From an optimization exercise on the open Yosys and OpenROAD flow, aimed at small area and a short achievable clock period; shortcuts taken in it are not production practice.
The RTL was checked by simulation tests, not by an equivalence proof against the original design.
Power and IR drop assume default switching activity.

Setup of run 1:
==> flow/design.v (excerpt) <==
module data_mem_lat
#(
  parameter int DATA_W  = data_mem_pkg::DEF_DATA_W,
  parameter int ADDR_W  = data_mem_pkg::DEF_ADDR_W,
  parameter int DEPTH   = data_mem_pkg::DEF_DEPTH,
  parameter int LATENCY = data_mem_pkg::DEF_LATENCY
) (
  input  logic              clk,
  input  logic              rst,
  input  logic              read,
  input  logic              write,
  input  logic [ADDR_W-1:0] address,
  input  logic [DATA_W-1:0] write_data,
  input  logic              parity_inj,
  output logic [DATA_W-1:0] read_data,
  output logic              busy_wait,
  output logic              err,
  output logic              parity_err
);
Size in the first run: roughly 3600 cells after synthesis, about 2400 flip-flops, about 32 I/O pins, roughly 53000 um^2 of cells after synthesis.
Settings: LEC_CHECK=0, ABC_AREA=1, CAP_MARGIN=20, CORE_MARGIN=2, CORE_UTILIZATION=65, CTS_CLUSTER_DIAMETER=70, CTS_CLUSTER_SIZE=32, SETUP_SLACK_MARGIN=3.6, SLEW_MARGIN=40; clock period 7.5 ns.
run.sh (not shown) runs the stock make flow with config.mk's settings and CLKGATE_MAP_FILE= SYNTH_SCRIPT=/design/flow/synth_recipe.tcl, a recipe that flattens the netlist after the stock synthesis.
Here is what was changed in the inputs of run 2 compared with run 1.
# run 1
export LEC_CHECK = 0
export ABC_AREA = 1
export CAP_MARGIN = 20
export CORE_MARGIN = 2
export CORE_UTILIZATION = 65
export CTS_CLUSTER_DIAMETER = 70
export CTS_CLUSTER_SIZE = 32
export SETUP_SLACK_MARGIN = 3.6
export SLEW_MARGIN = 40
create_clock -name core_clock -period 7.5 [get_ports {clk}]
# run 2
export LEC_CHECK = 0
export ABC_AREA = 1
export CAP_MARGIN = 20
export CORE_MARGIN = 2
export CORE_UTILIZATION = 65
export CTS_CLUSTER_DIAMETER = 70
export CTS_CLUSTER_SIZE = 32
export SETUP_SLACK_MARGIN = 4.0
export SLEW_MARGIN = 40
create_clock -name core_clock -period 7.5 [get_ports {clk}]
### Flow results
STATUS final critical path time including I/O delays and setup: run 2 wins against run 1. Compared with run 1, achievable clock frequency in run 2 increased by a little under 10%. Looking at run 1 and run 2, the detailed-route vias per instance is a wash. Relative to run 1, total chip power decreased by about 0.3% in run 2. Min first-iteration DRC count across run 1 and run 2: run 1. Delta (run 2 minus run 1): data arrival time of the critical path has decreased; final non-filler cell area has remained practically unchanged; clock latency on the worst-skew pair has remained practically unchanged. Lower setup slack was reported by run 1, not run 2. Per the final summary, run 2 finished and its layout is clean on timing, DRC and antenna.
For run 3, these inputs were changed with respect to run 2:
# run 2
export LEC_CHECK = 0
export ABC_AREA = 1
export CAP_MARGIN = 20
export CORE_MARGIN = 2
export CORE_UTILIZATION = 65
export CTS_CLUSTER_DIAMETER = 70
export CTS_CLUSTER_SIZE = 32
export SETUP_SLACK_MARGIN = 4.0
export SLEW_MARGIN = 40
create_clock -name core_clock -period 7.5 [get_ports {clk}]
# run 3
export LEC_CHECK = 0
export ABC_AREA = 1
export CAP_MARGIN = 20
export CORE_MARGIN = 2
export CORE_UTILIZATION = 75
export CTS_CLUSTER_DIAMETER = 70
export CTS_CLUSTER_SIZE = 32
export SETUP_SLACK_MARGIN = 4.0
export SLEW_MARGIN = 40
create_clock -name core_clock -period 7.5 [get_ports {clk}]
### Flow results
Of run 3 and run 2, run 3 shows the lower clock skew, with run 2 above it. From run 2 to run 3, largest fanout on the critical path did not move at all. Run 3 has global-route usage above what run 2 had. On clock distribution area overhead in the final layout, run 3 and run 2 are neck and neck. Re final non-filler cell total: run 2 was higher than run 3. The wire length on met2 in run 3 is 1.10 times that in run 2. Changes observed in run 3 relative to run 2: multi-input gate share of the layout cell area saw little to no change, sequential share of layout area increased by 0.22 points relative to the old numbers, share of cells above drive strength 1 roughly the same, utilization went up by 10 points, routed wire length grew by about 2.7%.
> inputs changed (run 3 -> run 4)
# run 3
export LEC_CHECK = 0
export ABC_AREA = 1
export CAP_MARGIN = 20
export CORE_MARGIN = 2
export CORE_UTILIZATION = 75
export CTS_CLUSTER_DIAMETER = 70
export CTS_CLUSTER_SIZE = 32
export SETUP_SLACK_MARGIN = 4.0
export SLEW_MARGIN = 40
create_clock -name core_clock -period 7.5 [get_ports {clk}]
# run 4
export LEC_CHECK = 0
export ABC_AREA = 1
export CAP_MARGIN = 20
export CORE_MARGIN = 2
export CORE_UTILIZATION = 65
export CTS_CLUSTER_DIAMETER = 70
export CTS_CLUSTER_SIZE = 32
export SETUP_SLACK_MARGIN = 4.0
export SLEW_MARGIN = 40
create_clock -name core_clock -period 7.5 [get_ports {clk}]
==> flow/flow/run.sh (new file) <==
#!/bin/bash
# Layout flow: the standard layout (standard.sh), except that ABC maps
# the combinational logic for area (flow/abc_area_map.script) instead of
# ORFS's speed-oriented mapping. Synthesis is otherwise the standard one
# (flow/synth_area.tcl is synth_recipe.tcl with an abc wrapper), so the
# registers, their names and cell types are unchanged.
set -euo pipefail
here=$(pwd)
export FLOW_ABC_SCRIPT="$here/flow/abc_area_map.script"
bash standard.sh SYNTH_SCRIPT="$here/flow/synth_area.tcl" finish > "$here/run_standard.log" 2>&1
==> flow/flow/abc_area_map.script (new file) <==
strash
dch -f
map -a
topo
stime -c
==> flow/flow/synth_area.tcl (new file) <==
# Standard synthesis (synth_recipe.tcl), with ABC's technology mapping done
# for area: the abc command is given abc_area_map.script instead.
proc synth {args} { yosys synth -nofsm -noshare {*}$args }
proc abc {args} {
  set i [lsearch -exact $args -script]
  if {$i >= 0} { lset args [expr {$i + 1}] $::env(FLOW_ABC_SCRIPT) }
  yosys abc {*}$args
}
source $::env(SCRIPTS_DIR)/synth.tcl
# left out here: clear keep_hierarchy, flatten, clean up, hide names made inside functions, write 1_2_yosys.v
==> flow/standard.sh (new file) <==
#!/bin/bash
# synth_recipe.tcl (not shown) runs the flow's synth.tcl, then flattens the netlist and writes it again
# the make line also repeats each setting of config.mk as NAME=value (left out here)
make -C /OpenROAD-flow-scripts/flow DESIGN_CONFIG=/design/flow/config.mk WORK_HOME=/design/flow/orfs CLKGATE_MAP_FILE= SYNTH_SCRIPT=/design/flow/synth_recipe.tcl "${@:-finish}"
removed: flow/run.sh
Notes after the runs:
Run 4 reached the end of the flow, and the finished layout is clean on the timing, design-rule and antenna checks. Taking run 3 as the reference, in run 4 clock group share of total power held steady, utilization of the core after routing shrank by 9.5 points, post-synthesis mux area share held steady, area fraction in compound gates after synthesis grew by 1.6 points.
--- input diff run 4..run 5 ---
# run 4
export LEC_CHECK = 0
export ABC_AREA = 1
export CAP_MARGIN = 20
export CORE_MARGIN = 2
export CORE_UTILIZATION = 65
export CTS_CLUSTER_DIAMETER = 70
export CTS_CLUSTER_SIZE = 32
export SETUP_SLACK_MARGIN = 4.0
export SLEW_MARGIN = 40
create_clock -name core_clock -period 7.5 [get_ports {clk}]
# run 5
export LEC_CHECK = 0
export ABC_AREA = 1
export CAP_MARGIN = 20
export CORE_MARGIN = 2
export CORE_UTILIZATION = 65
export CTS_CLUSTER_DIAMETER = 70
export CTS_CLUSTER_SIZE = 32
export SETUP_SLACK_MARGIN = 4.5
export SLEW_MARGIN = 40
create_clock -name core_clock -period 7.5 [get_ports {clk}]
==> flow/run.sh (new file) <==
#!/bin/bash
# synth_recipe.tcl (not shown) runs the flow's synth.tcl, then flattens the netlist and writes it again
# the make line also repeats each setting of config.mk as NAME=value (left out here)
make -C /OpenROAD-flow-scripts/flow DESIGN_CONFIG=/design/flow/config.mk WORK_HOME=/design/flow/orfs CLKGATE_MAP_FILE= SYNTH_SCRIPT=/design/flow/synth_recipe.tcl finish
removed: flow/flow/run.sh
removed: flow/flow/abc_area_map.script
removed: flow/flow/synth_area.tcl
removed: flow/standard.sh
Notes after the runs:
Aggregate routed wire length: run 5 higher than run 4
Critical path depth in cells, run 4 and run 5, lower one = run 4.
Run 5 vs. run 4: core utilization went down by 0.95 points.
The power drawn by the clock network number comes out higher for run 4 vs run 5.
Against run 4, run 5 comes in 0.63 points lower on sequential share of layout area.
Taking run 4 as the reference, in run 5 instance area after placement saw an increase; ratio of final minimum period to clock period moved down.

## re-timing with driven ports
The results above use ideal ports. As a check the final layouts listed here were re-extracted and re-timed, cells and wires unchanged. Step 1: set_driving_cell puts a clkbuf_16 on clk and a buf_2 on each other input, an assumption about the parent block. Step 2 moves the port delays by t, midway between the first and last clock arrival at a register: inputs arrive t later, outputs are due t later. That takes back most of the time a late clock gives input paths. a / b / c = no drivers / after step 1 / after step 2; a / b = the first two.
| run | t (ns) | setup WS [ns] | worst setup path at the end |
|---|---|---|---|
| run 1 | 0.740 | 3.701 / 3.683 / 3.683 | input to output |
| run 2 | 0.730 | 3.953 / 3.918 / 3.918 | input to output |
| run 3 | 0.726 | 3.927 / 3.895 / 3.828 | input to register |
| run 4 | 0.729 | 3.722 / 3.671 / 3.449 | input to register |
| run 5 | 0.732 | 3.951 / 3.916 / 3.916 | input to output |
After both steps setup and hold are still met in every run listed. The setup slack of run 4, which loses most, moves by -0.051 ns with the drivers and by -0.273 ns with both steps.
